Background: an optimization exercise with open tools, aiming at small area. Do not read the settings as production practice. In this exercise RTL edits were held to simulation tests only and were not proved equivalent to the original. No activity file was given, so power comes from the tool's default toggle rates.

==> flow/design.v <==
package bp_pkg;
  typedef logic [1:0] bp_ctr_t;
  localparam bp_ctr_t BP_SNT = 2'b00;
  localparam bp_ctr_t BP_WNT = 2'b01;
  localparam bp_ctr_t BP_WT = 2'b10;
  localparam bp_ctr_t BP_ST = 2'b11;
  localparam bp_ctr_t BP_CTR_INIT = BP_WNT;
endpackage
module bp_sat_counter (
  input  bp_pkg::bp_ctr_t i_ctr,
  input  logic            i_taken,
  output bp_pkg::bp_ctr_t o_ctr
);
  always_comb o_ctr = i_taken ? ((i_ctr == bp_pkg::BP_ST) ? bp_pkg::BP_ST : i_ctr + 2'd1)
                              : ((i_ctr == bp_pkg::BP_SNT) ? bp_pkg::BP_SNT : i_ctr - 2'd1);
endmodule
module bp_aoi222 (
  input  logic a0, s0, a1, s1, a2, s2,
  output logic y
);
  assign y = ~((a0 & s0) | (a1 & s1) | (a2 & s2));
endmodule
module bp_sel64 (
  input  logic [63:0] d,
  input  logic [63:0] s,
  output logic        y
);
  logic [21:0] w_n;
  for (genvar g = 0; g < 21; g++) begin : g_aoi
    bp_aoi222 u_aoi (
      .a0(d[3*g]), .s0(s[3*g]), .a1(d[3*g+1]), .s1(s[3*g+1]),
      .a2(d[3*g+2]), .s2(s[3*g+2]), .y(w_n[g])
    );
  end
  assign w_n[21] = ~(d[63] & s[63]);
  assign y = ~&w_n;
endmodule
module branch_predictor #(
  parameter int INDEX_BITS = 6,
  parameter int XLEN = 32
) (
  input  logic            clk,
  input  logic            rst,
  input  logic [XLEN-1:0] fetch_pc,
  output logic            prediction,
  output logic [XLEN-1:0] pred_target,
  input  logic            upd_valid,
  input  logic [XLEN-1:0] upd_pc,
  input  logic            upd_taken,
  input  logic [XLEN-1:0] upd_target,
  input  logic            upd_mispredict
);
  localparam int N = 1 << INDEX_BITS;
  localparam int TW = XLEN - INDEX_BITS - 2;
  logic [N-1:0] r_valid, r_hi, r_lo;
  logic [TW-1:0] r_tag [N];
  logic [XLEN-1:0] r_target [N];
  logic [N-1:0] w_fsel, w_usel, w_uwr;
  logic [TW-1:0] w_ftag, w_utag;
  logic [XLEN-1:0] w_ftgt;
  logic w_fhi, w_uvalid, w_uhi, w_ulo, w_uhit, w_unused;
  bp_pkg::bp_ctr_t w_ctr_inc, w_ctr_new;
  always_comb
    for (int i = 0; i < N; i++) begin
      w_fsel[i] = (fetch_pc[INDEX_BITS+1:2] == i[INDEX_BITS-1:0]);
      w_usel[i] = upd_valid && (upd_pc[INDEX_BITS+1:2] == i[INDEX_BITS-1:0]);
      w_uwr[i] = w_usel[i] && upd_taken;
    end
  for (genvar b = 0; b < TW; b++) begin : g_tag
    logic [N-1:0] w_col;
    for (genvar i = 0; i < N; i++) begin : g_col
      assign w_col[i] = r_tag[i][b];
    end
    bp_sel64 u_fsel (.d(w_col), .s(w_fsel), .y(w_ftag[b]));
    bp_sel64 u_usel (.d(w_col), .s(w_usel), .y(w_utag[b]));
  end
  for (genvar b = 0; b < XLEN; b++) begin : g_tgt
    logic [N-1:0] w_col;
    for (genvar i = 0; i < N; i++) begin : g_col
      assign w_col[i] = r_target[i][b];
    end
    bp_sel64 u_fsel (.d(w_col), .s(w_fsel), .y(w_ftgt[b]));
  end
  bp_sel64 u_fhi (.d(r_hi), .s(w_fsel), .y(w_fhi));
  bp_sel64 u_uvalid (.d(r_valid), .s(w_usel), .y(w_uvalid));
  bp_sel64 u_uhi (.d(r_hi), .s(w_usel), .y(w_uhi));
  bp_sel64 u_ulo (.d(r_lo), .s(w_usel), .y(w_ulo));
  assign prediction = w_fhi && (w_ftag == fetch_pc[XLEN-1:INDEX_BITS+2]);
  assign pred_target = prediction ? w_ftgt : '0;
  assign w_uhit = w_uvalid && (w_utag == upd_pc[XLEN-1:INDEX_BITS+2]);
  assign w_unused = ^{fetch_pc[1:0], upd_pc[1:0], upd_mispredict};
  bp_sat_counter u_ctr (
    .i_ctr  ({w_uhi, w_ulo}),
    .i_taken(upd_taken),
    .o_ctr  (w_ctr_inc)
  );
  assign w_ctr_new = (upd_taken && !w_uhit) ? bp_pkg::BP_WT : w_ctr_inc;
  always_ff @(posedge clk or posedge rst)
    if (rst) begin
      r_valid <= '0;
      r_hi <= '0;
    end else
      for (int i = 0; i < N; i++) begin
        if (w_usel[i]) r_hi[i] <= w_ctr_new[1];
        if (w_uwr[i]) r_valid[i] <= 1'b1;
      end
  always_ff @(posedge clk)
    if (!rst)
      for (int i = 0; i < N; i++) begin
        if (w_usel[i]) r_lo[i] <= w_ctr_new[0];
        if (w_uwr[i]) begin
          r_tag[i] <= upd_pc[XLEN-1:INDEX_BITS+2];
          r_target[i] <= upd_target;
        end
      end
endmodule
clock: 12.0 ns
lec_check: 0
cap_margin: 20
core_margin: 2
core_utilization: 45
cts_buf_list: sky130_fd_sc_hd__clkbuf_8
cts_cluster_diameter: 60
cts_cluster_size: 14
place_density: 0.6
slew_margin: 20
synth_hierarchical: 1
run.sh (not shown) runs the stock make flow with config.mk's settings and CLKGATE_MAP_FILE= SYNTH_SCRIPT=/design/flow/synth_recipe.tcl, a recipe that flattens the netlist after the stock synthesis.
Rerun with:
- CORE_UTILIZATION: 45 -> 55
- CTS_BUF_LIST: sky130_fd_sc_hd__clkbuf_8 -> unset
- CTS_CLUSTER_DIAMETER: 60 -> unset
- CTS_CLUSTER_SIZE: 14 -> unset
- PLACE_DENSITY: 0.6 -> 0.65
Result: Hold slack is worse by 0.0062 ns. Final area is higher by a few percent. Die area shrinks by about a fifth. Sequential power barely changes. Combinational power rises by a few percent. Synthesized cell count is unchanged. Wire length increases by a few percent.

## separate check: timing with driven ports
How much do the figures lean on ideal ports? The routed layouts below were timed once more, with nothing changed but the port constraints. Step 1 sets driving cells, clkbuf_16 on the clock port and buf_2 on the other inputs (assumed; they add their load-dependent delay and slew). Step 2 times the ports against the registers' clock, not the clock port: input delays grow and output delays shrink by t, the midpoint of the rising clock arrivals with the driver on. Three values: ideal ports, drivers, drivers and shift; two values: the first two.
run	t, ns	setup slack, ns	latest minus earliest clock arrival (ns)
the first run	1.089	1.111 / 0.805 / 0.805	0.077 / 0.077
the second run	1.058	0.322 / 0.299 / 0.299	0.055 / 0.055
After both steps every run listed still meets setup and hold. The setup slack of the first run, which loses most, moves by -0.306 ns with the drivers and by -0.306 ns with both steps.
